This is an optimization exercise on Yosys and OpenROAD, whose aim is small area, not a production implementation.
In this exercise RTL edits were held to simulation tests only and were not proved equivalent to the original.
Power is estimated from default activity; no workload was simulated.

--- design/flow/design.v ---
package gauss_pkg;
  typedef logic [8-1:0] pixel_t;
  typedef logic signed [18-1:0] coeff_t;
  typedef logic signed [8+18-1:0] product_t;
  typedef logic signed [48-1:0] sum_t;
endpackage
`timescale 1ns/100ps
module gauss_filter_top
(
  input  logic   clk,
  input  logic   rst,
  input  gauss_pkg::pixel_t pa,
  input  gauss_pkg::pixel_t pb,
  input  gauss_pkg::pixel_t pc,
  input  gauss_pkg::pixel_t pd,
  input  gauss_pkg::pixel_t pe,
  output gauss_pkg::pixel_t p_out
);
  logic rst_d;                              
  logic s0;
  logic c1;
  logic s2;
  logic c3;
  logic s4;
  logic c5;
  logic s6;
  logic c7;
  logic s8;
  logic c9;
  logic s10;
  logic c11;
  logic s12;
  logic c13;
  logic s14;
  logic c15;
  logic s16;
  logic c17;
  logic s18;
  logic c19;
  logic s20;
  logic c21;
  logic s22;
  logic c23;
  logic s24;
  logic c25;
  logic s26;
  logic c27;
  logic s28;
  logic c29;
  logic s30;
  logic c31;
  logic s32;
  logic c33;
  logic s34;
  logic c35;
  logic s36;
  logic c37;
  logic s38;
  logic c39;
  logic s40;
  logic c41;
  logic s42;
  logic c43;
  logic s44;
  logic c45;
  logic s46;
  logic c47;
  logic s48;
  logic c49;
  logic s50;
  logic c51;
  logic o52;
  logic o53;
  logic s54;
  logic c55;
  logic s56;
  logic c57;
  logic s58;
  logic c59;
  logic s60;
  logic c61;
  logic s62;
  logic c63;
  logic s64;
  logic c65;
  logic s66;
  logic c67;
  logic s68;
  logic c69;
  logic s70;
  logic c71;
  logic s72;
  logic c73;
  logic s74;
  logic c75;
  logic s76;
  logic c77;
  logic s78;
  logic c79;
  logic [12:0] xv0;
  logic [12:0] xv0_d;
  logic xv0_c9;
  logic s80;
  logic c81;
  logic s82;
  logic c83;
  logic s84;
  logic c85;
  logic s86;
  logic c87;
  logic s88;
  logic c89;
  logic s90;
  logic c91;
  logic s92;
  logic c93;
  logic s94;
  logic c95;
  logic [8:0] xb;
  logic [8:0] xb_d;
  logic [7:0] xc;
  logic [7:0] xc_d;
  logic [12:0] r1;
  logic [12:0] r1_d;
  logic r1_c9;
  logic s96;
  logic c97;
  logic s98;
  logic c99;
  logic s100;
  logic c101;
  logic s102;
  logic c103;
  logic s104;
  logic c105;
  logic s106;
  logic c107;
  logic s108;
  logic c109;
  logic s110;
  logic c111;
  logic s112;
  logic c113;
  logic s114;
  logic c115;
  logic s116;
  logic c117;
  logic s118;
  logic c119;
  logic s120;
  logic c121;
  logic s122;
  logic c123;
  logic s124;
  logic c125;
  logic s126;
  logic c127;
  logic s128;
  logic c129;
  logic s130;
  logic c131;
  logic s132;
  logic c133;
  logic s134;
  logic c135;
  logic s136;
  logic c137;
  logic s138;
  logic c139;
  logic s140;
  logic c141;
  logic s142;
  logic c143;
  logic s144;
  logic c145;
  logic [14:0] r2p;
  logic [14:0] r2p_d;
  logic r2p_c11;
  logic s146;
  logic c147;
  logic s148;
  logic c149;
  logic s150;
  logic c151;
  logic s152;
  logic c153;
  logic s154;
  logic c155;
  logic s156;
  logic c157;
  logic s158;
  logic c159;
  logic s160;
  logic c161;
  logic s162;
  logic c163;
  logic s164;
  logic c165;
  logic s166;
  logic c167;
  logic s168;
  logic c169;
  logic s170;
  logic c171;
  logic s172;
  logic c173;
  logic s174;
  logic c175;
  logic s176;
  logic c177;
  logic s178;
  logic c179;
  logic [10:0] r2q;
  logic [10:0] r2q_d;
  logic s180;
  logic c181;
  logic s182;
  logic c183;
  logic s184;
  logic c185;
  logic s186;
  logic c187;
  logic s188;
  logic c189;
  logic s190;
  logic c191;
  logic s192;
  logic c193;
  logic s194;
  logic c195;
  logic s196;
  logic c197;
  logic s198;
  logic c199;
  logic s200;
  logic c201;
  logic s202;
  logic c203;
  logic s204;
  logic c205;
  logic s206;
  logic c207;
  logic s208;
  logic c209;
  logic s210;
  logic c211;
  logic s212;
  logic c213;
  logic s214;
  logic c215;
  logic s216;
  logic c217;
  logic s218;
  logic c219;
  logic s220;
  logic c221;
  logic s222;
  logic c223;
  logic s224;
  logic c225;
  logic s226;
  logic c227;
  logic s228;
  logic c229;
  logic s230;
  logic c231;
  logic s232;
  logic c233;
  logic s234;
  logic c235;
  logic s236;
  logic c237;
  logic s238;
  logic c239;
  logic s240;
  logic c241;
  logic s242;
  logic c243;
  logic s244;
  logic c245;
  logic s246;
  logic c247;
  logic o248;
  logic o249;
  logic s250;
  logic c251;
  logic o252;
  logic o253;
  logic s254;
  logic c255;
  logic s256;
  logic c257;
  logic s258;
  logic c259;
  logic s260;
  logic c261;
  logic s262;
  logic c263;
  logic s264;
  logic c265;
  logic s266;
  logic c267;
  logic s268;
  logic c269;
  logic s270;
  logic c271;
  logic s272;
  logic c273;
  logic s274;
  logic c275;
  logic s276;
  logic c277;
  logic s278;
  logic c279;
  logic o280;
  logic o281;
  logic [15:0] r3p;
  logic [15:0] r3p_d;
  logic r3p_c12;
  logic s282;
  logic c283;
  logic s284;
  logic c285;
  logic s286;
  logic c287;
  logic s288;
  logic c289;
  logic s290;
  logic c291;
  logic s292;
  logic c293;
  logic s294;
  logic c295;
  logic s296;
  logic c297;
  logic s298;
  logic c299;
  logic s300;
  logic c301;
  logic s302;
  logic c303;
  logic s304;
  logic c305;
  logic s306;
  logic c307;
  logic s308;
  logic c309;
  logic s310;
  logic c311;
  logic s312;
  logic c313;
  logic s314;
  logic c315;
  logic s316;
  logic c317;
  logic s318;
  logic c319;
  logic s320;
  logic c321;
  logic s322;
  logic c323;
  logic s324;
  logic c325;
  logic s326;
  logic c327;
  logic s328;
  logic c329;
  logic s330;
  logic c331;
  logic s332;
  logic c333;
  logic s334;
  logic c335;
  logic n336;
  logic [12:0] r3q;
  logic [12:0] r3q_d;
  logic r3q_c11;
  logic s337;
  logic c338;
  logic s339;
  logic c340;
  logic s341;
  logic c342;
  logic s343;
  logic c344;
  logic s345;
  logic c346;
  logic s347;
  logic c348;
  logic s349;
  logic c350;
  logic s351;
  logic c352;
  logic s353;
  logic c354;
  logic s355;
  logic c356;
  logic s357;
  logic c358;
  logic s359;
  logic c360;
  logic s361;
  logic c362;
  logic o363;
  logic o364;
  logic s365;
  logic c366;
  logic s367;
  logic c368;
  logic s369;
  logic c370;
  logic s371;
  logic c372;
  logic s373;
  logic c374;
  logic s375;
  logic c376;
  logic s377;
  logic c378;
  logic s379;
  logic c380;
  logic s381;
  logic c382;
  logic s383;
  logic c384;
  logic s385;
  logic c386;
  logic s387;
  logic c388;
  logic [16:0] r4p;
  logic [16:0] r4p_d;
  logic r4p_c13;
  logic o389;
  logic o390;
  logic o391;
  logic o392;
  logic s393;
  logic c394;
  logic s395;
  logic c396;
  logic s397;
  logic c398;
  logic s399;
  logic c400;
  logic s401;
  logic c402;
  logic s403;
  logic c404;
  logic s405;
  logic c406;
  logic s407;
  logic c408;
  logic s409;
  logic c410;
  logic s411;
  logic c412;
  logic s413;
  logic c414;
  logic s415;
  logic c416;
  logic s417;
  logic c418;
  logic s419;
  logic c420;
  logic s421;
  logic c422;
  logic s423;
  logic c424;
  logic s425;
  logic c426;
  logic s427;
  logic c428;
  logic s429;
  logic c430;
  logic s431;
  logic c432;
  logic s433;
  logic c434;
  logic s435;
  logic c436;
  logic s437;
  logic c438;
  logic s439;
  logic c440;
  logic s441;
  logic c442;
  logic s443;
  logic c444;
  logic s445;
  logic c446;
  logic s447;
  logic c448;
  logic s449;
  logic c450;
  logic [7:0] r4q;
  logic [7:0] r4q_d;
  logic r4q_c5;
  logic s451;
  logic c452;
  logic o453;
  logic o454;
  logic s455;
  logic c456;
  logic s457;
  logic c458;
  logic s459;
  logic c460;
  logic s461;
  logic c462;
  logic s463;
  logic c464;
  logic s465;
  logic c466;
  logic s467;
  logic c468;
  logic s469;
  logic c470;
  logic s471;
  logic c472;
  logic s473;
  logic c474;
  logic s475;
  logic c476;
  logic s477;
  logic c478;
  logic s479;
  logic c480;
  logic s481;
  logic c482;
  logic s483;
  logic c484;
  logic s485;
  logic c486;
  logic o487;
  logic o488;
  logic s489;
  logic c490;
  logic s491;
  logic c492;
  logic s493;
  logic c494;
  logic s495;
  logic c496;
  logic s497;
  logic c498;
  logic s499;
  logic c500;
  logic s501;
  logic c502;
  logic s503;
  logic c504;
  logic s505;
  logic c506;
  logic o507;
  logic o508;
  logic s509;
  logic c510;
  logic s511;
  logic c512;
  logic s513;
  logic c514;
  logic s515;
  logic c516;
  logic s517;
  logic c518;
  logic o519;
  logic o520;
  logic s521;
  logic c522;
  logic s523;
  logic c524;
  logic s525;
  logic c526;
  logic s527;
  logic c528;
  logic s529;
  logic c530;
  logic s531;
  logic c532;
  logic s533;
  logic c534;
  logic s535;
  logic c536;
  logic s537;
  logic c538;
  logic s539;
  logic c540;
  logic s541;
  logic c542;
  logic s543;
  logic c544;
  logic o545;
  logic o546;
  logic x547;
  logic s548;
  logic c549;
  logic x550;
  logic s551;
  logic c552;
  logic x553;
  logic s554;
  logic c555;
  logic x556;
  logic s557;
  logic c558;
  logic p559;
  logic s560;
  logic c561;
  logic s562;
  logic c563;
  logic s564;
  logic c565;
  logic s566;
  logic c567;
  logic s568;
  logic c569;
  logic s570;
  logic c571;
  logic s572;
  logic c573;
  logic s574;
  logic c575;
  logic [7:0] f1;
  logic [7:0] f1_d;
  logic f1_c0;
  logic f1_g1;
  logic f1_p2;
  logic ci576;
  logic s577;
  logic c578;
  logic s579;
  logic c580;
  logic s581;
  logic c582;
  logic s583;
  logic c584;
  logic s585;
  logic c586;
  logic s587;
  logic c588;
  logic s589;
  logic c590;
  logic s591;
  logic c592;
  logic [7:0] res;
  gauss_fa u_s0 (.a(pa[0]), .b(pe[0]), .ci(~pc[0]), .s(s0), .co(c1));
  gauss_fa u_s2 (.a(pa[1]), .b(pe[1]), .ci(~pc[1]), .s(s2), .co(c3));
  gauss_fa u_s4 (.a(pa[2]), .b(pe[2]), .ci(pb[0]), .s(s4), .co(c5));
  gauss_fa u_s6 (.a(pd[0]), .b(~pc[2]), .ci(c3), .s(s6), .co(c7));
  gauss_fa u_s8 (.a(pa[3]), .b(pe[3]), .ci(pb[1]), .s(s8), .co(c9));
  gauss_fa u_s10 (.a(pd[1]), .b(pc[0]), .ci(~pc[3]), .s(s10), .co(c11));
  gauss_fa u_s12 (.a(c5), .b(s8), .ci(s10), .s(s12), .co(c13));
  gauss_fa u_s14 (.a(pa[4]), .b(pe[4]), .ci(pb[2]), .s(s14), .co(c15));
  gauss_fa u_s16 (.a(pd[2]), .b(pc[1]), .ci(~pc[4]), .s(s16), .co(c17));
  gauss_fa u_s18 (.a(c9), .b(c11), .ci(s14), .s(s18), .co(c19));
  gauss_fa u_s20 (.a(s16), .b(s18), .ci(c13), .s(s20), .co(c21));
  gauss_fa u_s22 (.a(pa[5]), .b(pe[5]), .ci(pb[3]), .s(s22), .co(c23));
  gauss_fa u_s24 (.a(pd[3]), .b(pc[2]), .ci(~pc[5]), .s(s24), .co(c25));
  gauss_fa u_s26 (.a(c15), .b(c17), .ci(s22), .s(s26), .co(c27));
  gauss_fa u_s28 (.a(s24), .b(c19), .ci(s26), .s(s28), .co(c29));
  gauss_fa u_s30 (.a(pa[6]), .b(pe[6]), .ci(pb[4]), .s(s30), .co(c31));
  gauss_fa u_s32 (.a(pd[4]), .b(pc[3]), .ci(~pc[6]), .s(s32), .co(c33));
  gauss_fa u_s34 (.a(c23), .b(c25), .ci(s30), .s(s34), .co(c35));
  gauss_fa u_s36 (.a(s32), .b(c27), .ci(s34), .s(s36), .co(c37));
  gauss_fa u_s38 (.a(pa[7]), .b(pe[7]), .ci(pb[5]), .s(s38), .co(c39));
  gauss_fa u_s40 (.a(pd[5]), .b(pc[4]), .ci(~pc[7]), .s(s40), .co(c41));
  gauss_fa u_s42 (.a(c31), .b(c33), .ci(s38), .s(s42), .co(c43));
  gauss_fa u_s44 (.a(s40), .b(c35), .ci(s42), .s(s44), .co(c45));
  gauss_fa u_s46 (.a(pb[6]), .b(pd[6]), .ci(pc[5]), .s(s46), .co(c47));
  gauss_fa u_s48 (.a(c39), .b(c41), .ci(s46), .s(s48), .co(c49));
  gauss_fa u_s50 (.a(c43), .b(s48), .ci(c45), .s(s50), .co(c51));
  gauss_xnor u_o52 (.a(pb[7]), .b(pd[7]), .o(o52));
  gauss_or u_o53 (.a(pb[7]), .b(pd[7]), .o(o53));
  gauss_fa u_s54 (.a(pc[6]), .b(o52), .ci(c47), .s(s54), .co(c55));
  gauss_fa u_s56 (.a(c49), .b(s54), .ci(c51), .s(s56), .co(c57));
  gauss_fa u_s58 (.a(pc[7]), .b(o53), .ci(c55), .s(s58), .co(c59));
  gauss_ha u_s60 (.a(c1), .b(s2), .s(s60), .co(c61));
  gauss_fa u_s62 (.a(s4), .b(s6), .ci(c61), .s(s62), .co(c63));
  gauss_fa u_s64 (.a(c7), .b(s12), .ci(c63), .s(s64), .co(c65));
  gauss_ha u_s66 (.a(s20), .b(c65), .s(s66), .co(c67));
  gauss_fa u_s68 (.a(c21), .b(s28), .ci(c67), .s(s68), .co(c69));
  gauss_fa u_s70 (.a(c29), .b(s36), .ci(c69), .s(s70), .co(c71));
  gauss_fa u_s72 (.a(c37), .b(s44), .ci(c71), .s(s72), .co(c73));
  gauss_ha u_s74 (.a(s50), .b(c73), .s(s74), .co(c75));
  gauss_ha u_s76 (.a(c57), .b(s58), .s(s76), .co(c77));
  gauss_ha u_s78 (.a(c59), .b(c77), .s(s78), .co(c79));
  assign xv0_d[0] = s0;
  assign xv0_d[1] = s60;
  assign xv0_d[2] = s62;
  assign xv0_d[3] = s64;
  assign xv0_d[4] = s66;
  assign xv0_d[5] = s68;
  assign xv0_d[6] = s70;
  assign xv0_d[7] = s72;
  assign xv0_d[8] = s74;
  assign xv0_d[9] = s56;
  assign xv0_d[10] = s76;
  assign xv0_d[11] = s78;
  assign xv0_d[12] = c79;
  gauss_ha u_s80 (.a(pb[0]), .b(pd[0]), .s(s80), .co(c81));
  gauss_fa u_s82 (.a(pb[1]), .b(pd[1]), .ci(c81), .s(s82), .co(c83));
  gauss_fa u_s84 (.a(pb[2]), .b(pd[2]), .ci(c83), .s(s84), .co(c85));
  gauss_fa u_s86 (.a(pb[3]), .b(pd[3]), .ci(c85), .s(s86), .co(c87));
  gauss_fa u_s88 (.a(pb[4]), .b(pd[4]), .ci(c87), .s(s88), .co(c89));
  gauss_fa u_s90 (.a(pb[5]), .b(pd[5]), .ci(c89), .s(s90), .co(c91));
  gauss_fa u_s92 (.a(pb[6]), .b(pd[6]), .ci(c91), .s(s92), .co(c93));
  gauss_fa u_s94 (.a(pb[7]), .b(pd[7]), .ci(c93), .s(s94), .co(c95));
  assign xb_d[0] = s80;
  assign xb_d[1] = s82;
  assign xb_d[2] = s84;
  assign xb_d[3] = s86;
  assign xb_d[4] = s88;
  assign xb_d[5] = s90;
  assign xb_d[6] = s92;
  assign xb_d[7] = s94;
  assign xb_d[8] = c95;
  assign xc_d[0] = pc[0];
  assign xc_d[1] = pc[1];
  assign xc_d[2] = pc[2];
  assign xc_d[3] = pc[3];
  assign xc_d[4] = pc[4];
  assign xc_d[5] = pc[5];
  assign xc_d[6] = pc[6];
  assign xc_d[7] = pc[7];
  assign r1_d[0] = xv0[0];
  assign r1_d[1] = xv0[1];
  assign r1_d[2] = xv0[2];
  assign r1_d[3] = xv0[3];
  assign r1_d[4] = xv0[4];
  assign r1_d[5] = xv0[5];
  assign r1_d[6] = xv0[6];
  assign r1_d[7] = xv0[7];
  assign r1_d[8] = xv0[8];
  assign r1_d[9] = xv0[9];
  assign r1_d[10] = xv0[10];
  assign r1_d[11] = xv0[11];
  assign r1_d[12] = xv0[12];
  gauss_fa u_s96 (.a(r1[2]), .b(xv0[0]), .ci(~xc[1]), .s(s96), .co(c97));
  gauss_fa u_s98 (.a(r1[3]), .b(xv0[1]), .ci(~xc[2]), .s(s98), .co(c99));
  gauss_fa u_s100 (.a(r1[4]), .b(xv0[2]), .ci(~xc[3]), .s(s100), .co(c101));
  gauss_fa u_s102 (.a(r1[5]), .b(xv0[3]), .ci(~xc[4]), .s(s102), .co(c103));
  gauss_fa u_s104 (.a(r1[6]), .b(xv0[4]), .ci(~xc[5]), .s(s104), .co(c105));
  gauss_fa u_s106 (.a(r1[7]), .b(xv0[5]), .ci(~xc[6]), .s(s106), .co(c107));
  gauss_fa u_s108 (.a(r1[8]), .b(xv0[6]), .ci(~xc[7]), .s(s108), .co(c109));
  gauss_fa u_s110 (.a(r1[9]), .b(r1_c9), .ci(xv0[7]), .s(s110), .co(c111));
  gauss_fa u_s112 (.a(r1[10]), .b(xv0[8]), .ci(c111), .s(s112), .co(c113));
  gauss_fa u_s114 (.a(r1[11]), .b(xv0[9]), .ci(xv0_c9), .s(s114), .co(c115));
  gauss_fa u_s116 (.a(r1[12]), .b(xv0[10]), .ci(c115), .s(s116), .co(c117));
  gauss_ha u_s118 (.a(r1[1]), .b(~xc[0]), .s(s118), .co(c119));
  gauss_ha u_s120 (.a(s96), .b(c119), .s(s120), .co(c121));
  gauss_fa u_s122 (.a(c97), .b(s98), .ci(c121), .s(s122), .co(c123));
  gauss_fa u_s124 (.a(c99), .b(s100), .ci(c123), .s(s124), .co(c125));
  gauss_fa u_s126 (.a(c101), .b(s102), .ci(c125), .s(s126), .co(c127));
  gauss_fa u_s128 (.a(c103), .b(s104), .ci(c127), .s(s128), .co(c129));
  gauss_fa u_s130 (.a(c105), .b(s106), .ci(c129), .s(s130), .co(c131));
  gauss_fa u_s132 (.a(c107), .b(s108), .ci(c131), .s(s132), .co(c133));
  gauss_fa u_s134 (.a(c109), .b(s110), .ci(c133), .s(s134), .co(c135));
  gauss_ha u_s136 (.a(s112), .b(c135), .s(s136), .co(c137));
  gauss_ha u_s138 (.a(c113), .b(s114), .s(s138), .co(c139));
  gauss_ha u_s140 (.a(s116), .b(c139), .s(s140), .co(c141));
  gauss_fa u_s142 (.a(xv0[11]), .b(c117), .ci(c141), .s(s142), .co(c143));
  assign s144 = xv0[12] ^ c143;
  assign r2p_d[0] = r1[0];
  assign r2p_d[1] = s118;
  assign r2p_d[2] = s120;
  assign r2p_d[3] = s122;
  assign r2p_d[4] = s124;
  assign r2p_d[5] = s126;
  assign r2p_d[6] = s128;
  assign r2p_d[7] = s130;
  assign r2p_d[8] = s132;
  assign r2p_d[9] = s134;
  assign r2p_d[10] = s136;
  assign r2p_d[11] = s138;
  assign r2p_d[12] = s140;
  assign r2p_d[13] = s142;
  assign r2p_d[14] = s144;
  gauss_fa u_s146 (.a(xb[2]), .b(xc[0]), .ci(~xc[2]), .s(s146), .co(c147));
  gauss_fa u_s148 (.a(xb[3]), .b(xc[1]), .ci(~xc[3]), .s(s148), .co(c149));
  gauss_fa u_s150 (.a(xb[4]), .b(xc[2]), .ci(~xc[4]), .s(s150), .co(c151));
  gauss_fa u_s152 (.a(xb[5]), .b(xc[3]), .ci(~xc[5]), .s(s152), .co(c153));
  gauss_fa u_s154 (.a(xb[6]), .b(xc[4]), .ci(~xc[6]), .s(s154), .co(c155));
  gauss_fa u_s156 (.a(xb[7]), .b(xc[5]), .ci(~xc[7]), .s(s156), .co(c157));
  gauss_fa u_s158 (.a(xb[8]), .b(xc[6]), .ci(c157), .s(s158), .co(c159));
  gauss_ha u_s160 (.a(xb[0]), .b(~xc[0]), .s(s160), .co(c161));
  gauss_fa u_s162 (.a(xb[1]), .b(~xc[1]), .ci(c161), .s(s162), .co(c163));
  gauss_ha u_s164 (.a(s146), .b(c163), .s(s164), .co(c165));
  gauss_fa u_s166 (.a(c147), .b(s148), .ci(c165), .s(s166), .co(c167));
  gauss_fa u_s168 (.a(c149), .b(s150), .ci(c167), .s(s168), .co(c169));
  gauss_fa u_s170 (.a(c151), .b(s152), .ci(c169), .s(s170), .co(c171));
  gauss_fa u_s172 (.a(c153), .b(s154), .ci(c171), .s(s172), .co(c173));
  gauss_fa u_s174 (.a(c155), .b(s156), .ci(c173), .s(s174), .co(c175));
  gauss_ha u_s176 (.a(s158), .b(c175), .s(s176), .co(c177));
  gauss_fa u_s178 (.a(xc[7]), .b(c159), .ci(c177), .s(s178), .co(c179));
  assign r2q_d[0] = s160;
  assign r2q_d[1] = s162;
  assign r2q_d[2] = s164;
  assign r2q_d[3] = s166;
  assign r2q_d[4] = s168;
  assign r2q_d[5] = s170;
  assign r2q_d[6] = s172;
  assign r2q_d[7] = s174;
  assign r2q_d[8] = s176;
  assign r2q_d[9] = s178;
  assign r2q_d[10] = c179;
  gauss_fa u_s180 (.a(r2p[1]), .b(~xv0[1]), .ci(~xb[0]), .s(s180), .co(c181));
  gauss_fa u_s182 (.a(r2p[2]), .b(~xv0[2]), .ci(~xb[1]), .s(s182), .co(c183));
  gauss_fa u_s184 (.a(r2p[3]), .b(xv0[0]), .ci(~xv0[3]), .s(s184), .co(c185));
  gauss_fa u_s186 (.a(~xb[2]), .b(~xc[0]), .ci(c183), .s(s186), .co(c187));
  gauss_fa u_s188 (.a(r2p[4]), .b(xv0[1]), .ci(~xv0[4]), .s(s188), .co(c189));
  gauss_fa u_s190 (.a(~xb[3]), .b(~xc[1]), .ci(c185), .s(s190), .co(c191));
  gauss_fa u_s192 (.a(s188), .b(c187), .ci(s190), .s(s192), .co(c193));
  gauss_fa u_s194 (.a(r2p[5]), .b(xv0[2]), .ci(~xv0[5]), .s(s194), .co(c195));
  gauss_fa u_s196 (.a(~xb[4]), .b(~xc[2]), .ci(c189), .s(s196), .co(c197));
  gauss_fa u_s198 (.a(s194), .b(c191), .ci(s196), .s(s198), .co(c199));
  gauss_fa u_s200 (.a(r2p[6]), .b(xv0[3]), .ci(~xv0[6]), .s(s200), .co(c201));
  gauss_fa u_s202 (.a(~xb[5]), .b(~xc[3]), .ci(c195), .s(s202), .co(c203));
  gauss_fa u_s204 (.a(s200), .b(c197), .ci(s202), .s(s204), .co(c205));
  gauss_fa u_s206 (.a(r2p[7]), .b(xv0[4]), .ci(~xv0[7]), .s(s206), .co(c207));
  gauss_fa u_s208 (.a(~xb[6]), .b(~xc[4]), .ci(c201), .s(s208), .co(c209));
  gauss_fa u_s210 (.a(s206), .b(c203), .ci(s208), .s(s210), .co(c211));
  gauss_fa u_s212 (.a(r2p[8]), .b(xv0[5]), .ci(~xv0[8]), .s(s212), .co(c213));
  gauss_fa u_s214 (.a(~xb[7]), .b(~xc[5]), .ci(c207), .s(s214), .co(c215));
  gauss_fa u_s216 (.a(s212), .b(c209), .ci(s214), .s(s216), .co(c217));
  gauss_fa u_s218 (.a(r2p[9]), .b(xv0[6]), .ci(~xv0[9]), .s(s218), .co(c219));
  gauss_fa u_s220 (.a(~xv0_c9), .b(~xb[8]), .ci(~xc[6]), .s(s220), .co(c221));
  gauss_fa u_s222 (.a(c213), .b(s218), .ci(s220), .s(s222), .co(c223));
  gauss_fa u_s224 (.a(c215), .b(s222), .ci(c217), .s(s224), .co(c225));
  gauss_fa u_s226 (.a(r2p[10]), .b(xv0[7]), .ci(~xv0[10]), .s(s226), .co(c227));
  gauss_fa u_s228 (.a(~xc[7]), .b(c219), .ci(c221), .s(s228), .co(c229));
  gauss_fa u_s230 (.a(s226), .b(c223), .ci(s228), .s(s230), .co(c231));
  gauss_fa u_s232 (.a(r2p[11]), .b(r2p_c11), .ci(xv0[8]), .s(s232), .co(c233));
  gauss_fa u_s234 (.a(~xv0[11]), .b(c227), .ci(s232), .s(s234), .co(c235));
  gauss_fa u_s236 (.a(c229), .b(s234), .ci(c231), .s(s236), .co(c237));
  gauss_fa u_s238 (.a(r2p[12]), .b(xv0[9]), .ci(xv0_c9), .s(s238), .co(c239));
  gauss_fa u_s240 (.a(~xv0[12]), .b(c233), .ci(s238), .s(s240), .co(c241));
  gauss_fa u_s242 (.a(c235), .b(s240), .ci(c237), .s(s242), .co(c243));
  gauss_fa u_s244 (.a(r2p[13]), .b(xv0[10]), .ci(c239), .s(s244), .co(c245));
  gauss_fa u_s246 (.a(c241), .b(s244), .ci(c243), .s(s246), .co(c247));
  gauss_xnor u_o248 (.a(r2p[14]), .b(xv0[11]), .o(o248));
  gauss_or u_o249 (.a(r2p[14]), .b(xv0[11]), .o(o249));
  gauss_fa u_s250 (.a(o248), .b(c245), .ci(c247), .s(s250), .co(c251));
  gauss_xnor u_o252 (.a(xv0[12]), .b(o249), .o(o252));
  gauss_or u_o253 (.a(xv0[12]), .b(o249), .o(o253));
  gauss_ha u_s254 (.a(r2p[0]), .b(~xv0[0]), .s(s254), .co(c255));
  gauss_ha u_s256 (.a(s180), .b(c255), .s(s256), .co(c257));
  gauss_fa u_s258 (.a(c181), .b(s182), .ci(c257), .s(s258), .co(c259));
  gauss_fa u_s260 (.a(s184), .b(s186), .ci(c259), .s(s260), .co(c261));
  gauss_ha u_s262 (.a(s192), .b(c261), .s(s262), .co(c263));
  gauss_fa u_s264 (.a(c193), .b(s198), .ci(c263), .s(s264), .co(c265));
  gauss_fa u_s266 (.a(c199), .b(s204), .ci(c265), .s(s266), .co(c267));
  gauss_fa u_s268 (.a(c205), .b(s210), .ci(c267), .s(s268), .co(c269));
  gauss_fa u_s270 (.a(c211), .b(s216), .ci(c269), .s(s270), .co(c271));
  gauss_ha u_s272 (.a(s224), .b(c271), .s(s272), .co(c273));
  gauss_fa u_s274 (.a(c225), .b(s230), .ci(c273), .s(s274), .co(c275));
  gauss_ha u_s276 (.a(s236), .b(c275), .s(s276), .co(c277));
  gauss_ha u_s278 (.a(c251), .b(o252), .s(s278), .co(c279));
  assign r3p_d[0] = s254;
  assign r3p_d[1] = s256;
  assign r3p_d[2] = s258;
  assign r3p_d[3] = s260;
  assign r3p_d[4] = s262;
  assign r3p_d[5] = s264;
  assign r3p_d[6] = s266;
  assign r3p_d[7] = s268;
  assign r3p_d[8] = s270;
  assign r3p_d[9] = s272;
  assign r3p_d[10] = s274;
  assign r3p_d[11] = s276;
  assign r3p_d[12] = s242;
  assign r3p_d[13] = s246;
  assign r3p_d[14] = s250;
  assign r3p_d[15] = s278;
  gauss_fa u_s282 (.a(r2q[2]), .b(xb[0]), .ci(xc[0]), .s(s282), .co(c283));
  gauss_fa u_s284 (.a(r2q[3]), .b(xb[1]), .ci(xc[1]), .s(s284), .co(c285));
  gauss_fa u_s286 (.a(~xb[3]), .b(c283), .ci(s284), .s(s286), .co(c287));
  gauss_fa u_s288 (.a(r2q[4]), .b(xb[2]), .ci(xc[2]), .s(s288), .co(c289));
  gauss_fa u_s290 (.a(~xb[4]), .b(c285), .ci(s288), .s(s290), .co(c291));
  gauss_fa u_s292 (.a(r2q[5]), .b(xb[3]), .ci(xc[3]), .s(s292), .co(c293));
  gauss_fa u_s294 (.a(~xb[5]), .b(c289), .ci(s292), .s(s294), .co(c295));
  gauss_fa u_s296 (.a(r2q[6]), .b(xb[4]), .ci(xc[4]), .s(s296), .co(c297));
  gauss_fa u_s298 (.a(~xb[6]), .b(c293), .ci(s296), .s(s298), .co(c299));
  gauss_fa u_s300 (.a(r2q[7]), .b(xb[5]), .ci(xc[5]), .s(s300), .co(c301));
  gauss_fa u_s302 (.a(~xb[7]), .b(c297), .ci(s300), .s(s302), .co(c303));
  gauss_fa u_s304 (.a(r2q[8]), .b(xb[6]), .ci(xc[6]), .s(s304), .co(c305));
  gauss_fa u_s306 (.a(~xb[8]), .b(c301), .ci(s304), .s(s306), .co(c307));
  gauss_fa u_s308 (.a(r2q[9]), .b(xb[7]), .ci(xc[7]), .s(s308), .co(c309));
  gauss_fa u_s310 (.a(c305), .b(s308), .ci(c307), .s(s310), .co(c311));
  gauss_fa u_s312 (.a(r2q[10]), .b(xb[8]), .ci(c309), .s(s312), .co(c313));
  gauss_ha u_s314 (.a(r2q[0]), .b(~xb[0]), .s(s314), .co(c315));
  gauss_fa u_s316 (.a(r2q[1]), .b(~xb[1]), .ci(c315), .s(s316), .co(c317));
  gauss_fa u_s318 (.a(~xb[2]), .b(s282), .ci(c317), .s(s318), .co(c319));
  gauss_ha u_s320 (.a(s286), .b(c319), .s(s320), .co(c321));
  gauss_fa u_s322 (.a(c287), .b(s290), .ci(c321), .s(s322), .co(c323));
  gauss_fa u_s324 (.a(c291), .b(s294), .ci(c323), .s(s324), .co(c325));
  gauss_fa u_s326 (.a(c295), .b(s298), .ci(c325), .s(s326), .co(c327));
  gauss_fa u_s328 (.a(c299), .b(s302), .ci(c327), .s(s328), .co(c329));
  gauss_fa u_s330 (.a(c303), .b(s306), .ci(c329), .s(s330), .co(c331));
  gauss_ha u_s332 (.a(s310), .b(c331), .s(s332), .co(c333));
  gauss_fa u_s334 (.a(c311), .b(s312), .ci(c333), .s(s334), .co(c335));
  assign n336 = ~c313;
  assign r3q_d[0] = s314;
  assign r3q_d[1] = s316;
  assign r3q_d[2] = s318;
  assign r3q_d[3] = s320;
  assign r3q_d[4] = s322;
  assign r3q_d[5] = s324;
  assign r3q_d[6] = s326;
  assign r3q_d[7] = s328;
  assign r3q_d[8] = s330;
  assign r3q_d[9] = s332;
  assign r3q_d[10] = s334;
  assign r3q_d[11] = n336;
  assign r3q_d[12] = c313;
  gauss_fa u_s337 (.a(r3p[2]), .b(xv0[0]), .ci(~xc[1]), .s(s337), .co(c338));
  gauss_fa u_s339 (.a(r3p[3]), .b(xv0[1]), .ci(~xc[2]), .s(s339), .co(c340));
  gauss_fa u_s341 (.a(r3p[4]), .b(xv0[2]), .ci(~xc[3]), .s(s341), .co(c342));
  gauss_fa u_s343 (.a(r3p[5]), .b(xv0[3]), .ci(~xc[4]), .s(s343), .co(c344));
  gauss_fa u_s345 (.a(r3p[6]), .b(xv0[4]), .ci(~xc[5]), .s(s345), .co(c346));
  gauss_fa u_s347 (.a(r3p[7]), .b(xv0[5]), .ci(~xc[6]), .s(s347), .co(c348));
  gauss_fa u_s349 (.a(r3p[8]), .b(xv0[6]), .ci(~xc[7]), .s(s349), .co(c350));
  gauss_fa u_s351 (.a(r3p[9]), .b(xv0[7]), .ci(c350), .s(s351), .co(c352));
  gauss_fa u_s353 (.a(r3p[10]), .b(xv0[8]), .ci(c352), .s(s353), .co(c354));
  gauss_fa u_s355 (.a(r3p[11]), .b(xv0[9]), .ci(xv0_c9), .s(s355), .co(c356));
  gauss_fa u_s357 (.a(r3p[12]), .b(r3p_c12), .ci(xv0[10]), .s(s357), .co(c358));
  gauss_fa u_s359 (.a(r3p[13]), .b(xv0[11]), .ci(c358), .s(s359), .co(c360));
  gauss_fa u_s361 (.a(r3p[14]), .b(xv0[12]), .ci(c360), .s(s361), .co(c362));
  gauss_xnor u_o363 (.a(r3p[15]), .b(c362), .o(o363));
  gauss_or u_o364 (.a(r3p[15]), .b(c362), .o(o364));
  gauss_ha u_s365 (.a(r3p[1]), .b(~xc[0]), .s(s365), .co(c366));
  gauss_ha u_s367 (.a(s337), .b(c366), .s(s367), .co(c368));
  gauss_fa u_s369 (.a(c338), .b(s339), .ci(c368), .s(s369), .co(c370));
  gauss_fa u_s371 (.a(c340), .b(s341), .ci(c370), .s(s371), .co(c372));
  gauss_fa u_s373 (.a(c342), .b(s343), .ci(c372), .s(s373), .co(c374));
  gauss_fa u_s375 (.a(c344), .b(s345), .ci(c374), .s(s375), .co(c376));
  gauss_fa u_s377 (.a(c346), .b(s347), .ci(c376), .s(s377), .co(c378));
  gauss_fa u_s379 (.a(c348), .b(s349), .ci(c378), .s(s379), .co(c380));
  gauss_ha u_s381 (.a(s351), .b(c380), .s(s381), .co(c382));
  gauss_ha u_s383 (.a(s353), .b(c382), .s(s383), .co(c384));
  gauss_fa u_s385 (.a(c354), .b(s355), .ci(c384), .s(s385), .co(c386));
  gauss_fa u_s387 (.a(c356), .b(s357), .ci(c386), .s(s387), .co(c388));
  assign r4p_d[0] = r3p[0];
  assign r4p_d[1] = s365;
  assign r4p_d[2] = s367;
  assign r4p_d[3] = s369;
  assign r4p_d[4] = s371;
  assign r4p_d[5] = s373;
  assign r4p_d[6] = s375;
  assign r4p_d[7] = s377;
  assign r4p_d[8] = s379;
  assign r4p_d[9] = s381;
  assign r4p_d[10] = s383;
  assign r4p_d[11] = s385;
  assign r4p_d[12] = s387;
  assign r4p_d[13] = s359;
  assign r4p_d[14] = s361;
  assign r4p_d[15] = o363;
  assign r4p_d[16] = o364;
  gauss_xnor u_o389 (.a(r3q[0]), .b(xb[0]), .o(o389));
  gauss_or u_o390 (.a(r3q[0]), .b(xb[0]), .o(o390));
  gauss_xnor u_o391 (.a(r3q[1]), .b(xb[1]), .o(o391));
  gauss_or u_o392 (.a(r3q[1]), .b(xb[1]), .o(o392));
  gauss_fa u_s393 (.a(~xc[1]), .b(o391), .ci(o390), .s(s393), .co(c394));
  gauss_fa u_s395 (.a(r3q[2]), .b(xb[2]), .ci(xc[0]), .s(s395), .co(c396));
  gauss_fa u_s397 (.a(~xc[2]), .b(o392), .ci(s395), .s(s397), .co(c398));
  gauss_fa u_s399 (.a(r3q[3]), .b(xb[3]), .ci(xc[1]), .s(s399), .co(c400));
  gauss_fa u_s401 (.a(~xc[3]), .b(c396), .ci(s399), .s(s401), .co(c402));
  gauss_fa u_s403 (.a(r3q[4]), .b(xb[4]), .ci(xc[2]), .s(s403), .co(c404));
  gauss_fa u_s405 (.a(~xc[4]), .b(c400), .ci(s403), .s(s405), .co(c406));
  gauss_fa u_s407 (.a(r3q[5]), .b(xb[5]), .ci(xc[3]), .s(s407), .co(c408));
  gauss_fa u_s409 (.a(~xc[5]), .b(c404), .ci(s407), .s(s409), .co(c410));
  gauss_fa u_s411 (.a(r3q[6]), .b(xb[6]), .ci(xc[4]), .s(s411), .co(c412));
  gauss_fa u_s413 (.a(~xc[6]), .b(c408), .ci(s411), .s(s413), .co(c414));
  gauss_fa u_s415 (.a(r3q[7]), .b(xb[7]), .ci(xc[5]), .s(s415), .co(c416));
  gauss_fa u_s417 (.a(~xc[7]), .b(c412), .ci(s415), .s(s417), .co(c418));
  gauss_fa u_s419 (.a(r3q[8]), .b(xb[8]), .ci(xc[6]), .s(s419), .co(c420));
  gauss_fa u_s421 (.a(c416), .b(s419), .ci(c418), .s(s421), .co(c422));
  gauss_fa u_s423 (.a(r3q[9]), .b(xc[7]), .ci(c420), .s(s423), .co(c424));
  assign c426 = ~xc[0] & o389;
  assign c428 = s393 & c426;
  gauss_maj u_s429 (.a(c394), .b(s397), .ci(c428), .o(c430));
  gauss_maj u_s431 (.a(c398), .b(s401), .ci(c430), .o(c432));
  gauss_maj u_s433 (.a(c402), .b(s405), .ci(c432), .o(c434));
  gauss_fa u_s435 (.a(c406), .b(s409), .ci(c434), .s(s435), .co(c436));
  gauss_fa u_s437 (.a(c410), .b(s413), .ci(c436), .s(s437), .co(c438));
  gauss_fa u_s439 (.a(c414), .b(s417), .ci(c438), .s(s439), .co(c440));
  gauss_ha u_s441 (.a(s421), .b(c440), .s(s441), .co(c442));
  gauss_fa u_s443 (.a(c422), .b(s423), .ci(c442), .s(s443), .co(c444));
  gauss_ha u_s445 (.a(r3q[10]), .b(c424), .s(s445), .co(c446));
  gauss_fa u_s447 (.a(r3q[11]), .b(r3q_c11), .ci(c446), .s(s447), .co(c448));
  assign s449 = r3q[12] ^ c448;
  assign r4q_d[0] = s435;
  assign r4q_d[1] = s437;
  assign r4q_d[2] = s439;
  assign r4q_d[3] = s441;
  assign r4q_d[4] = s443;
  assign r4q_d[5] = s445;
  assign r4q_d[6] = s447;
  assign r4q_d[7] = s449;
  gauss_maj u_s451 (.a(r4q[0]), .b(~r4p[0]), .ci(~xv0[0]), .o(c452));
  gauss_xnor u_o453 (.a(r4q[1]), .b(~r4p[1]), .o(o453));
  gauss_or u_o454 (.a(r4q[1]), .b(~r4p[1]), .o(o454));
  gauss_maj u_s455 (.a(~xv0[1]), .b(o453), .ci(c452), .o(c456));
  gauss_fa u_s457 (.a(r4q[2]), .b(~r4p[2]), .ci(~xv0[2]), .s(s457), .co(c458));
  gauss_maj u_s459 (.a(o454), .b(s457), .ci(c456), .o(c460));
  gauss_fa u_s461 (.a(r4q[3]), .b(~r4p[3]), .ci(~xv0[3]), .s(s461), .co(c462));
  gauss_maj u_s463 (.a(c458), .b(s461), .ci(c460), .o(c464));
  gauss_fa u_s465 (.a(r4p[0]), .b(xv0[0]), .ci(r4q[4]), .s(s465), .co(c466));
  gauss_fa u_s467 (.a(~r4p[4]), .b(~xv0[4]), .ci(s465), .s(s467), .co(c468));
  gauss_maj u_s469 (.a(c462), .b(s467), .ci(c464), .o(c470));
  gauss_fa u_s471 (.a(r4p[1]), .b(xv0[1]), .ci(r4q[5]), .s(s471), .co(c472));
  gauss_fa u_s473 (.a(r4q_c5), .b(~r4p[5]), .ci(~xv0[5]), .s(s473), .co(c474));
  gauss_fa u_s475 (.a(c466), .b(s471), .ci(s473), .s(s475), .co(c476));
  gauss_maj u_s477 (.a(c468), .b(s475), .ci(c470), .o(c478));
  gauss_fa u_s479 (.a(r4p[2]), .b(xv0[2]), .ci(r4q[6]), .s(s479), .co(c480));
  gauss_fa u_s481 (.a(~r4p[6]), .b(~xv0[6]), .ci(c472), .s(s481), .co(c482));
  gauss_fa u_s483 (.a(s479), .b(c474), .ci(s481), .s(s483), .co(c484));
  gauss_maj u_s485 (.a(c476), .b(s483), .ci(c478), .o(c486));
  gauss_xnor u_o487 (.a(r4p[3]), .b(xv0[3]), .o(o487));
  gauss_or u_o488 (.a(r4p[3]), .b(xv0[3]), .o(o488));
  gauss_fa u_s489 (.a(r4q[7]), .b(~r4p[7]), .ci(~xv0[7]), .s(s489), .co(c490));
  gauss_fa u_s491 (.a(o487), .b(c480), .ci(s489), .s(s491), .co(c492));
  gauss_fa u_s493 (.a(c482), .b(s491), .ci(c484), .s(s493), .co(c494));
  gauss_fa u_s495 (.a(r4p[4]), .b(xv0[4]), .ci(~r4p[8]), .s(s495), .co(c496));
  gauss_fa u_s497 (.a(~xv0[8]), .b(o488), .ci(c490), .s(s497), .co(c498));
  gauss_fa u_s499 (.a(s495), .b(c492), .ci(s497), .s(s499), .co(c500));
  gauss_fa u_s501 (.a(r4p[5]), .b(xv0[5]), .ci(~r4p[9]), .s(s501), .co(c502));
  gauss_fa u_s503 (.a(~xv0[9]), .b(~xv0_c9), .ci(c496), .s(s503), .co(c504));
  gauss_fa u_s505 (.a(s501), .b(c498), .ci(s503), .s(s505), .co(c506));
  gauss_xnor u_o507 (.a(r4p[6]), .b(xv0[6]), .o(o507));
  gauss_or u_o508 (.a(r4p[6]), .b(xv0[6]), .o(o508));
  gauss_fa u_s509 (.a(~r4p[10]), .b(~xv0[10]), .ci(o507), .s(s509), .co(c510));
  gauss_fa u_s511 (.a(c502), .b(s509), .ci(c504), .s(s511), .co(c512));
  gauss_fa u_s513 (.a(r4p[7]), .b(xv0[7]), .ci(~r4p[11]), .s(s513), .co(c514));
  gauss_fa u_s515 (.a(~xv0[11]), .b(o508), .ci(s513), .s(s515), .co(c516));
  gauss_fa u_s517 (.a(c510), .b(s515), .ci(c512), .s(s517), .co(c518));
  gauss_xnor u_o519 (.a(r4p[8]), .b(xv0[8]), .o(o519));
  gauss_or u_o520 (.a(r4p[8]), .b(xv0[8]), .o(o520));
  gauss_fa u_s521 (.a(~r4p[12]), .b(~xv0[12]), .ci(o519), .s(s521), .co(c522));
  gauss_fa u_s523 (.a(c514), .b(s521), .ci(c516), .s(s523), .co(c524));
  gauss_fa u_s525 (.a(r4p[9]), .b(xv0[9]), .ci(xv0_c9), .s(s525), .co(c526));
  gauss_fa u_s527 (.a(~r4p[13]), .b(~r4p_c13), .ci(o520), .s(s527), .co(c528));
  gauss_fa u_s529 (.a(s525), .b(c522), .ci(s527), .s(s529), .co(c530));
  gauss_fa u_s531 (.a(r4p[10]), .b(xv0[10]), .ci(~r4p[14]), .s(s531), .co(c532));
  gauss_fa u_s533 (.a(c526), .b(s531), .ci(c528), .s(s533), .co(c534));
  gauss_fa u_s535 (.a(r4p[11]), .b(xv0[11]), .ci(~r4p[15]), .s(s535), .co(c536));
  gauss_fa u_s537 (.a(c532), .b(s535), .ci(c534), .s(s537), .co(c538));
  gauss_fa u_s539 (.a(r4p[12]), .b(xv0[12]), .ci(~r4p[16]), .s(s539), .co(c540));
  gauss_fa u_s541 (.a(c536), .b(s539), .ci(c538), .s(s541), .co(c542));
  gauss_fa u_s543 (.a(r4p[13]), .b(r4p_c13), .ci(c540), .s(s543), .co(c544));
  gauss_xnor u_o545 (.a(r4p[14]), .b(c544), .o(o545));
  gauss_or u_o546 (.a(r4p[14]), .b(c544), .o(o546));
  assign x547 = c486 ^ s493;
  assign c549 = c486 & s493;
  assign x550 = c494 ^ s499;
  gauss_maj u_s551 (.a(c494), .b(s499), .ci(c549), .o(c552));
  assign x553 = c500 ^ s505;
  gauss_maj u_s554 (.a(c500), .b(s505), .ci(c552), .o(c555));
  assign x556 = c506 ^ s511;
  gauss_maj u_s557 (.a(c506), .b(s511), .ci(c555), .o(c558));
  assign p559 = s517;
  gauss_ha u_s560 (.a(c518), .b(s523), .s(s560), .co(c561));
  gauss_fa u_s562 (.a(c524), .b(s529), .ci(c561), .s(s562), .co(c563));
  gauss_fa u_s564 (.a(c530), .b(s533), .ci(c563), .s(s564), .co(c565));
  gauss_ha u_s566 (.a(s537), .b(c565), .s(s566), .co(c567));
  gauss_ha u_s568 (.a(s541), .b(c567), .s(s568), .co(c569));
  gauss_fa u_s570 (.a(c542), .b(s543), .ci(c569), .s(s570), .co(c571));
  gauss_ha u_s572 (.a(o545), .b(c571), .s(s572), .co(c573));
  gauss_fa u_s574 (.a(r4p[15]), .b(o546), .ci(c573), .s(s574), .co(c575));
  assign f1_d[0] = s560;
  assign f1_d[1] = s562;
  assign f1_d[2] = s564;
  assign f1_d[3] = s566;
  assign f1_d[4] = s568;
  assign f1_d[5] = s570;
  assign f1_d[6] = s572;
  assign f1_d[7] = s574;
  assign ci576 = (f1_g1 | (f1_p2 & f1_c0));
  gauss_ha u_s577 (.a(f1[0]), .b(ci576), .s(s577), .co(c578));
  gauss_ha u_s579 (.a(f1[1]), .b(c578), .s(s579), .co(c580));
  gauss_ha u_s581 (.a(f1[2]), .b(c580), .s(s581), .co(c582));
  gauss_ha u_s583 (.a(f1[3]), .b(c582), .s(s583), .co(c584));
  gauss_ha u_s585 (.a(f1[4]), .b(c584), .s(s585), .co(c586));
  gauss_ha u_s587 (.a(f1[5]), .b(c586), .s(s587), .co(c588));
  gauss_ha u_s589 (.a(f1[6]), .b(c588), .s(s589), .co(c590));
  assign s591 = f1[7] ^ c590;
  assign res[0] = s577;
  assign res[1] = s579;
  assign res[2] = s581;
  assign res[3] = s583;
  assign res[4] = s585;
  assign res[5] = s587;
  assign res[6] = s589;
  assign res[7] = s591;
  always_ff @(posedge clk) begin
    if (rst) begin
      xv0 <= 13'd767;
      xv0_c9 <= 1'd0;
      xb <= 9'd0;
      xc <= 8'd0;
      r3p <= 16'd5095;
      r3p_c12 <= 1'd0;
    end else begin
      xv0 <= xv0_d;
      xv0_c9 <= c75;
      xb <= xb_d;
      xc <= xc_d;
      r3p <= r3p_d;
      r3p_c12 <= c277;
    end
  end
  always_ff @(posedge clk) begin
    if (rst | rst_d) begin
      r2p <= 15'd4345;
      r2p_c11 <= 1'd0;
      r3q <= 13'd2814;
      r3q_c11 <= 1'd0;
    end else begin
      r2p <= r2p_d;
      r2p_c11 <= c137;
      r3q <= r3q_d;
      r3q_c11 <= c335;
    end
  end
  always_ff @(posedge clk) begin
    r1 <= r1_d;
    r1_c9 <= xv0_c9;
    r2q <= r2q_d;
    r4p <= r4p_d;
    r4p_c13 <= c388;
    r4q <= r4q_d;
    r4q_c5 <= c444;
    f1 <= f1_d;
    f1_c0 <= c558;
    f1_g1 <= 1'b0;
    f1_p2 <= p559;
  end
  always_ff @(posedge clk) begin
    rst_d <= rst;
  end
  localparam int ODLY = 20;
  logic [7:0] dly [ODLY+1];
  always_ff @(posedge clk) begin
    dly[0] <= res;
    for (int i = 1; i <= ODLY; i++) begin
      dly[i] <= dly[i-1];
    end
  end
  logic [4:0] since_rst;
  always_ff @(posedge clk) begin
    if (rst) begin
      since_rst <= '0;
    end else if (since_rst != 5'd23) begin
      since_rst <= since_rst + 5'd1;
    end
  end
  assign p_out = (since_rst == 5'd23) ? dly[ODLY] : '0;
endmodule
module gauss_fa (input logic a, b, ci, output logic s, co);
  assign s  = a ^ b ^ ci;
  assign co = (a & b) | (a & ci) | (b & ci);
endmodule
module gauss_ha (input logic a, b, output logic s, co);
  assign s  = a ^ b;
  assign co = a & b;
endmodule
module gauss_maj (input logic a, b, ci, output logic o);
  assign o = (a & b) | (a & ci) | (b & ci);
endmodule
module gauss_xnor (input logic a, b, output logic o);
  assign o = ~(a ^ b);
endmodule
module gauss_or (input logic a, b, output logic o);
  assign o = a | b;
endmodule
--- design/flow/config.mk ---
export PLATFORM = sky130hd
export DESIGN_NAME = gauss_filter_top
export DESIGN_NICKNAME = gauss_filter_top
export VERILOG_FILES = /design/flow/design.v
export SDC_FILE = /design/flow/constraint.sdc
export NUM_CORES = 4
export LEC_CHECK = 0
export CAP_MARGIN = 20
export CORE_MARGIN = 2
export CORE_UTILIZATION = 70
export CTS_BUF_LIST = sky130_fd_sc_hd__clkbuf_8
export CTS_CLUSTER_DIAMETER = 60
export CTS_CLUSTER_SIZE = 16
export GPL_TIMING_DRIVEN = 0
export PLACE_DENSITY = 0.8
export SLEW_MARGIN = 20
export SYNTH_HIERARCHICAL = 1
--- design/flow/run.sh ---
#!/bin/bash
# synth_recipe.tcl (not shown) runs the flow's synth.tcl, then flattens the netlist and writes it again
# the make line also repeats each setting of config.mk as NAME=value (left out here)
make -C /OpenROAD-flow-scripts/flow DESIGN_CONFIG=/design/flow/config.mk WORK_HOME=/design/flow/orfs CLKGATE_MAP_FILE= SYNTH_SCRIPT=/design/flow/synth_recipe.tcl finish
--- design/flow/constraint.sdc ---
create_clock -name core_clock -period 5.0 [get_ports {clk}]
set_input_delay 1.0000 -clock core_clock [delete_from_list [all_inputs] [get_ports {clk}]]
set_output_delay 1.0000 -clock core_clock [all_outputs]
set_load 0.01 [all_outputs]
==> results of run 1 <==
-- per-module statistics from Yosys, one instance, submodules excluded --
module / area [um^2] / flip-flops and latches / times used / cells
gauss_or: 6.26 / 0 / 10 / 1
gauss_xnor: 8.76 / 0 / 11 / 1
gauss_fa: 20.0 / 0 / 222 / 1
gauss_maj: 11.3 / 0 / 13 / 1
gauss_filter_top: 7230 / 314 / 1 / 489
gauss_ha: 12.5 / 0 / 40 / 1
-- stage by stage --
stage	utilization [%]	hold slack (ns)
6_report	79.1	0.318
2_1_floorplan	-	0.310
5_1_grt	79.1	0.326
3_3_place_gp	76.3	0.310
4_1_cts	78.6	0.314
3_5_place_dp	76.3	0.312
-- cell families after synthesis --
logic type / after synthesis / share of synthesized area [%]
buffers and inverters: 68 / 2.13
xor gates and xnor gates: 17 / 1.25
muxes: 1 / 0.0802
AOI/OAI and AO/OA: 2 / 0.110
and+or+nand+nor: 107 / 5.14
adders and majority gates: 276 / 40.9
DFF: 314 / 50.4
-- per-layer routing --
metal / global-route usage, % / vias to the layer above / part of all wire, %
met2: 40.7 / 72 / 52
met1: 32.0 / 2935 / 44
met3: 3.16 / 27 / 2.7
met5: 0 / - / 0
li1: - / 2544 / -
met4: 4.93 / 0 / 1.6
-- worst max path at each step --
stage | startpoint | to | slack (ns) | cells after the start
floorplan | xc[1]$_SDFF_PP0_ | r4p[12]$_DFF_P_ | 0.25 | 13
global placement | pc[1] | xv0[8]$_SDFF_PP0_ | -0.24 | 12
detailed placement | pc[1] | xv0[8]$_SDFF_PP0_ | -0.24 | 12
CTS | xc[2]$_SDFF_PP0_ | r4p[12]$_DFF_P_ | -0.01 | 12
global route | xc[1]$_SDFF_PP0_ | r4p[12]$_DFF_P_ | -0.003 | 13
finish | xv0[3]$_SDFF_PP1_ | r3p[11]$_SDFF_PP0_ | 0.14 | 13
-- report_power, final --
part | internal (mW) | total [mW] | switching [mW]
Clock | 0.447 | 1.18 | 0.737
Sequential | 3.73 | 4.27 | 0.544
Combinational | 2.43 | 4.62 | 2.19
-- sequential cells by signal, summed over array words and instances, names as in the netlist, 9 cells and up --
name  flops
dly     168
r4p      17
r3p      16
r2p      15
r1       13
r3q      13
xv0      13
r2q      11
xb        9
-- cell usage in the layout, fill, tap and decap left out, types with 3 or more instances in the layout --
cell             Yosys  routed
dfxtp_1            314     306
fa_1               222     220
inv_1               58      57
clkdlybuf4s50_1      0      49
ha_1                41      41
clkbuf_8             0      24
and2_1              23      23
nor2b_1             22      22
or2_2               18      18
or3_1               15      15
maj3_2              13      13
nor2_1              12      12
xnor2_1             12      12
or2_1               10      10
buf_4                0      10
clkbuf_1             7       7
dfxtp_2              0       5
xor2_1               4       4
clkinvlp_4           0       3
dfxtp_4              0       3
-- final cells by class --
type	count	area, um^2
Inverter	58	225
Fill cell	961	3630
Timing Repair Buffer	59	566
Antenna cell	1	2.50
Clock buffer	24	330
Sequential cell	314	6300
Tap cell	225	282
Buffer	10	47.5
Multi-Input combinational cell	403	5930
Clock inverter	5	40.0
-- timing repair --
item / CTS / global route
gates resized for setup: 9 / 6
cloned: 0 / 0
setup endpoints to repair: 5 / 4
setup buffers: 1 / 9
pin swaps: 0 / 0
==> summary.md, run 1 <==
| Metric | Value |
|---|---|
| Worst flop-to-flop path startpoint | xv0[3]$_SDFF_PP1_ |
| Setup TNS | 0 ns |
| Drt initial violations | 224 |
| Pwr Total | 10.1 mW |
| Vias per cell | 5.08 |
| Worst slew pin tran | 0.756 ns |
| Minimum clock period | 4.86 ns |
| Library cells used by synthesis | 25 |
| Area grow syn2layout | 10.0% |
| Hold Path Sink | dly[15][5]$_DFF_P_ |
| DR DRC count | 0 |
| Final nets | 1175 |
| Leakage power | 5.60 nW |
| Largest net degree at the start of global routing | 17 |
| Synthesized area | 12500 um^2 |
| Top-count cell post-synth | dfxtp_1 |
| Worst hold stages | 0 |
| # placed instances | 1059 |
| Starting Density | 71.9% |
| Clock buffer depth | 3 |
| Die H | 138 um |
| Crit Path Category | reg -> reg |
| Register bit total from synthesis | 314 |
| Die area | 18900 um^2 |
| Initial DRT Pass Iterations | 4 |
| Drt wl/cell | 17.8 um |
| Worst EP arrival | 5.27 ns |
| Max IR drop VDD | 754 uV |
| Synth top cells by count | dfxtp_1 (314), fa_1 (222), inv_1 (58), ha_1 (41), and2_1 (23) |
| Reg2reg end | r3p[11]$_SDFF_PP0_ |
| Post-route design area | 13700 um^2 |
| Worst path max stage delay | 0.51 ns |
| Crit-path cells | inv_1 -> fa_1 -> fa_1 -> fa_1 -> ha_1 -> fa_1 -> fa_1 -> fa_1 -> fa_1 -> ha_1 -> fa_1 -> ha_1 -> nor2b_1 |
| Clock latency (worst-skew pair) | 0.54 ns |
| Hold WC Path Type | reg -> reg |
| Reg2Reg Depth | 13 |
| CP endpoint kind | flop |
| TritonCTS Buffers | 24 |
| Final ANT Viol Nets | 0 |
| Slowest-stage cell, CP | fa_1 |
| Dpl hpwl | 15700 um |
| Pwr Density | 734 nW/um^2 |
| Final Non-Filler Cells | 1099 |
| Vias in the first global route | 6487 |
| WL final | 19500 um |
| IO buf count | 49 |
| Clock skew | 0.0141 ns |
| CTS sink count | 314 |
| Largest cells by area after synthesis | dfxtp_1 (50%), fa_1 (36%), ha_1 (4.1%) |
| Startpoint Class | flop |
| Fin crit share | 97.2% |
| H-tree depth | 1 |
| Initial antenna violation count | 0 |
| Post-synth EDFFs | 0 |
| CP Buf/Inv Count | 1 |
| Async set or reset register ratio after synthesis | 0% |
| Total of max-cap violations | 0 |
| First-pass GRT wire length | 32800 um |
| Max Clock Freq | 0.206 GHz |
| Main flop type after synthesis | dfxtp_1 |
| Critical path's most frequent cell | fa_1 |
| # hold bufs at CTS | 0 |
| Root Driver | clkbuf_8 |
| Placed inst area | 13200 um^2 |
| Row count | 48 |
| Final Hold Viols | 0 |
| Synth warn | 8 |
| Hold path startpoint | dly[14][5]$_DFF_P_ |
| Slew Limit Fails | 0 |
| Cells after Synth | 785 |
| Largest area contributor in the netlist | dfxtp_1 |
| Top cell type's share of synthesized area | 50.4% |
| Worst Path Max Fanout | 7 |
| Vias post-DR | 5578 |
| Slew margin rel. | 49.6% |
| Seq/Total Area, Yosys | 50.4% |
| Die W | 138 um |
| Layout cells sized above 1 | 9.85% |
| Post-Syn Area per Cell | 15.9 um^2 |
| Dpl ws | -0.235 ns |
| Global route overflow | 0 |
| Finish-stage setup viols | 0 |
| Reg2reg setup slack | 0.14 ns |
| PnR worst setup slack | 0.140 ns |
| Critical Path RT | 5.41 ns |
| Num ports | 50 |
| Cell family with most CP delay | adder cells |
| GRT Util Overall | 23.4% |
| TritonCTS clock tree | yes |
| Final RePlAce weighted congestion | 0.824 |
| Status | finished clean |
| Net Count, Synth | 1090 |
| Core footprint | 17400 um^2 |
| Reg clk slew, reported paths | 0.10 ns |
==> inputs of run 2 (changes only) <==
==> design/flow/flow/run.sh (new file) <==
#!/bin/bash
cp standard.sh standard_copy.txt
export BUFFER_PORTS_ARGS="-buffer_cell sky130_fd_sc_hd__buf_1"
bash standard.sh finish > standard_flow.log 2>&1
==> design/flow/standard.sh (new file) <==
#!/bin/bash
# synth_recipe.tcl (not shown) runs the flow's synth.tcl, then flattens the netlist and writes it again
# the make line also repeats each setting of config.mk as NAME=value (left out here)
make -C /OpenROAD-flow-scripts/flow DESIGN_CONFIG=/design/flow/config.mk WORK_HOME=/design/flow/orfs CLKGATE_MAP_FILE= SYNTH_SCRIPT=/design/flow/synth_recipe.tcl "${@:-finish}"
--- a/design/flow/config.mk
+++ b/design/flow/config.mk
@@ -9,7 +9,7 @@
 export CORE_MARGIN = 2
 export CORE_UTILIZATION = 70
-export CTS_BUF_LIST = sky130_fd_sc_hd__clkbuf_8
-export CTS_CLUSTER_DIAMETER = 60
-export CTS_CLUSTER_SIZE = 16
+export CTS_BUF_LIST = sky130_fd_sc_hd__clkbuf_4 sky130_fd_sc_hd__clkbuf_8
+export CTS_CLUSTER_DIAMETER = 50
+export CTS_CLUSTER_SIZE = 12
 export GPL_TIMING_DRIVEN = 0
 export PLACE_DENSITY = 0.8
removed: design/flow/run.sh
==> run 2 against run 1 <==
Against the previous run:
- non-clock buffer count decreased by 2
- area after synthesis unchanged
- clock power increased by 22%
- global-route usage increased by 0.64 points
- setup slack improved by 0.0099 ns
- cell area decreased by 1.3%
- die area unchanged
- still clean
- hold slack got worse by 0.010 ns
- fmax increased by 0.20%
- total power increased by 2.1%
- via count increased by 0.72%
- utilization decreased by 1.0 points
- critical path type unchanged
==> summary.md, run 2 <==
| Metric | Value |
|---|---|
| Critical Path RT | 5.44 ns (+0.03 ns) |
| Slew Limit Fails | 0 (unchanged) |
| Starting Density | 71.9% (unchanged) |
| Row count | 48 (unchanged) |
| Largest net degree at the start of global routing | 17 (unchanged) |
| WL final | 19800 um (+1.1%) |
| Dpl hpwl | 15700 um (-0.25%) |
| Clock latency (worst-skew pair) | 0.60 ns (+0.06 ns) |
| Main flop type after synthesis | dfxtp_1 |
| Vias post-DR | 5618 (+0.72%) |
| Worst flop-to-flop path startpoint | xv0[3]$_SDFF_PP1_ |
| Dpl ws | -0.148 ns (+0.0877 ns) |
| Register bit total from synthesis | 314 (unchanged) |
| Core footprint | 17400 um^2 (unchanged) |
| Reg2Reg Depth | 13 (unchanged) |
| Die H | 138 um (unchanged) |
| Largest family of logic cells by synthesized area | adder cells |
| Reg2reg setup slack | 0.15 ns (about the same) |
| PnR worst setup slack | 0.150 ns (+0.00986 ns) |
| Largest register FFs | 168 (unchanged) |
| Drt initial violations | 140 (-38%) |
| XOR/XNOR Fraction of Synth Area | 1.25% (unchanged) |
| Library cells used by synthesis | 25 (unchanged) |
| Max Clock Freq | 0.206 GHz (+0.20%) |
| Initial antenna violation count | 0 (unchanged) |
| Crit Path Category | reg -> reg |
| GRT Util Overall | 24.0% (+0.64 points) |
| Async set or reset register ratio after synthesis | 0% (unchanged) |
| Cell family with most CP delay | adder cells |
| Hold WS | 0.307 ns (-0.0101 ns) |
| TritonCTS clock tree | yes |
| Critical path's most frequent cell | fa_1 |
| Worst path max stage delay | 0.51 ns (about the same) |
| Clock skew | 0.0280 ns (+0.0139 ns) |
| Worst hold stages | 0 (unchanged) |
| Synthesized area | 12500 um^2 (unchanged) |
| Fin crit share | 97.0% (-0.20 points) |
| Worst EP arrival | 5.29 ns (+0.02 ns) |
| Area grow syn2layout | 8.60% |
| # placed instances | 1059 (unchanged) |
| Startpoint Class | flop |
| TritonCTS Buffers | 31 (+29%) |
| H-tree depth | 1 (unchanged) |
| Post-synthesis adder-cell area fraction | 40.9% (unchanged) |
| Post-synth EDFFs | 0 (unchanged) |
| Final RePlAce weighted congestion | 0.831 (+0.83%) |
| Fillers | 1004 (+4.5%) |
| Clock buffer depth | 3 (unchanged) |
| Unrepaired setup endpoints after global routing | false |
| Die W | 138 um (unchanged) |
| Reg clk slew, reported paths | 0.08 ns (-0.02 ns) |
| Die area | 18900 um^2 (unchanged) |
| Pwr Density | 759 nW/um^2 (+3.5%) |
| # hold bufs at CTS | 0 (unchanged) |
| Max IR drop VDD | 588 uV (-22%) |
| Post-Syn Area per Cell | 15.9 um^2 (unchanged) |
| Final Hold Viols | 0 (unchanged) |
| Final Non-Filler Cells | 1107 (+0.73%) |
| Hold path startpoint | dly[4][0]$_DFF_P_ |
| Num ports | 50 (unchanged) |
| First-pass GRT wire length | 33900 um (+3.3%) |
| Final ANT Viol Nets | 0 (unchanged) |
| Top-count cell post-synth | dfxtp_1 |
| Final nets | 1180 (+0.43%) |
| Status | finished clean |
| Largest Register | dly |
| Root Driver | clkbuf_8 |
| Vias in the first global route | 6741 (+3.9%) |
| Vias per cell | 5.07 (about the same) |
| Most common cell after layout, fill and taps aside | dfxtp_1 |
| Most frequent cells in the layout | dfxtp_1 (306), fa_1 (221), inv_1 (56), buf_1 (49), ha_1 (41) |
| Layout cells sized above 1 | 10.7% (+0.82 points) |
| IO buf count | 49 (unchanged) |
| Slew margin rel. | 50.2% (+0.57 points) |
| Synth top cells by count | dfxtp_1 (314), fa_1 (222), inv_1 (58), ha_1 (41), and2_1 (23) |
| Crit-path cells | inv_1 -> fa_1 -> fa_1 -> fa_1 -> ha_1 -> fa_1 -> fa_1 -> fa_1 -> fa_1 -> ha_1 -> fa_1 -> ha_1 -> nor2b_1 |
| Reg2reg end | r3p[11]$_SDFF_PP0_ |
| Largest cells by area after synthesis | dfxtp_1 (50%), fa_1 (36%), ha_1 (4.1%) |
| Worst Path Max Fanout | 7 (unchanged) |
| Top cell type's share of synthesized area | 50.4% (unchanged) |
| Hold WC Path Type | reg -> reg |
| Hold Path Sink | dly[5][0]$_DFF_P_ |
| Multiplexer share of the synthesized area | 0.0802% (unchanged) |
| Seq/Total Area, Yosys | 50.4% (unchanged) |
| Drt wl/cell | 17.8 um (+0.37%) |
| Synth warn | 8 (unchanged) |
| CTS sink count | 314 (unchanged) |
| Finish-stage setup viols | 0 (unchanged) |
| Largest area contributor in the netlist | dfxtp_1 |
| Initial DRT Pass Iterations | 4 (unchanged) |
| Compound-Gate Fraction of Synth Area | 0.110% (unchanged) |
| Cells after Synth | 785 (unchanged) |
| CP Buf/Inv Count | 1 (unchanged) |
| CP endpoint kind | flop |
| Largest regs | dly (168), r4p (17), r3p (16) |
| Slowest-stage cell, CP | fa_1 |
| Global route overflow | 0 (unchanged) |
| Minimum clock period | 4.85 ns (-0.00986 ns) |
| Total of max-cap violations | 0 (unchanged) |
| Worst slew pin tran | 0.747 ns (-0.00849 ns) |
| Net Count, Synth | 1090 (unchanged) |
| Leakage power | 5.54 nW (-1.1%) |
| DR DRC count | 0 (unchanged) |
| Synth Area in Simple Gates | 5.14% (unchanged) |
==> run 2: power by group <==
part | total, mW | internal, mW | switching, mW
clock | 1.44 | 0.648 | 0.794
sequential | 4.26 | 3.73 | 0.535
combinational | 4.58 | 2.40 | 2.18
==> run 2: worst max-delay path by stage <==
stage                 startpoint                 end  slack, ns  cells after the start
3_5_place_dp    xc[1]$_SDFF_PP0_     r4p[12]$_DFF_P_      -0.15                     13
3_3_place_gp    xc[1]$_SDFF_PP0_     r4p[12]$_DFF_P_      -0.07                     13
5_1_grt        xv0[1]$_SDFF_PP1_  r3p[11]$_SDFF_PP0_      0.009                     14
2_1_floorplan   xc[1]$_SDFF_PP0_     r4p[12]$_DFF_P_       0.25                     13
6_report       xv0[3]$_SDFF_PP1_  r3p[11]$_SDFF_PP0_       0.15                     13
4_1_cts         xc[2]$_SDFF_PP0_     r4p[12]$_DFF_P_       0.01                     12
==> run 2: timing repair <==
action                     CTS  global route
gates resized for setup      7             7
setup buffers                1             7
setup endpoints to repair    4             4
==> run 2: kinds of logic after synthesis <==
| kind of cell | Yosys count |
|---|---|
| adders and majority gates | 276 |
| muxes | 1 |
| AOI/OAI and AO/OA | 2 |
| and+or+nand+nor | 107 |
| DFF | 314 |
| buffers and inverters | 68 |
| xor gates and xnor gates | 17 |
==> run 2: final cells by class <==
| type | count | area [um^2] | area share (%) |
|---|---|---|---|
| clock buffer | 34 | 455 | 3.36 |
| inverter | 58 | 225 | 1.66 |
| clock inverter | 5 | 62.6 | 0.462 |
| sequential | 314 | 6300 | 46.5 |
| buffer | 10 | 47.5 | 0.351 |
| tap | 225 | 282 | 2.08 |
| multi-input combinational | 403 | 5930 | 43.7 |
| antenna | 1 | 2.50 | 0.0185 |
| timing repair buffer | 57 | 244 | 1.80 |
==> run 2: modules after synthesis (local to each module, per instance) <==
module	times used	cells	flip-flops and latches	area (um^2)
gauss_filter_top	1	489	314	7230
gauss_ha	40	1	0	12.5
gauss_fa	222	1	0	20.0
gauss_or	10	1	0	6.26
gauss_maj	13	1	0	11.3
gauss_xnor	11	1	0	8.76
==> run 2: through the flow <==
stage	TNS, ns	instance area [um^2]	power (mW)	utilization, %
2_1_floorplan	0	12500	7.65	-
3_3_place_gp	-0.120	12900	8.63	74.6
3_5_place_dp	-0.351	12900	9.00	74.6
4_1_cts	0	13500	10.5	77.7
5_1_grt	0	13500	11.5	78.1
6_report	0	13600	10.3	78.1
==> run 2: layer usage <==
metal | track usage (%) | part of all wire, % | vias up
met5 | 0 | 0 | -
met4 | 6.82 | 2.4 | 0
met3 | 4.12 | 4.0 | 32
met2 | 41.1 | 51 | 105
met1 | 32.1 | 42 | 2921
li1 | - | - | 2560

[port drivers added, routing unchanged]
Ports are ideal in the flow. The routed layouts listed here were re-timed in OpenROAD. Step 1, drivers: a clkbuf_16 drives clk and a buf_2 each remaining input, both assumed. Step 2 times the ports against the registers' clock, not the clock port: input delays grow and output delays shrink by t, the midpoint of the rising clock arrivals with the driver on. a / b / c = no drivers / after step 1 / after step 2; a / b = the first two.
run	t, ns	setup slack, ns	worst setup path at the end	worst data-port slew with drivers (ns)	cell pins on the clock port's net
run 1	0.577	0.140 / 0.140 / -0.215	input to register	0.04	1
run 2	0.621	0.150 / 0.150 / 0.063	input to register	0.04	1
With both steps, setup timing fails in run 1, where it was met with ideal ports. For run 1, which loses most, drivers alone change the setup slack by 0.000 ns; drivers and shift together by -0.355 ns.
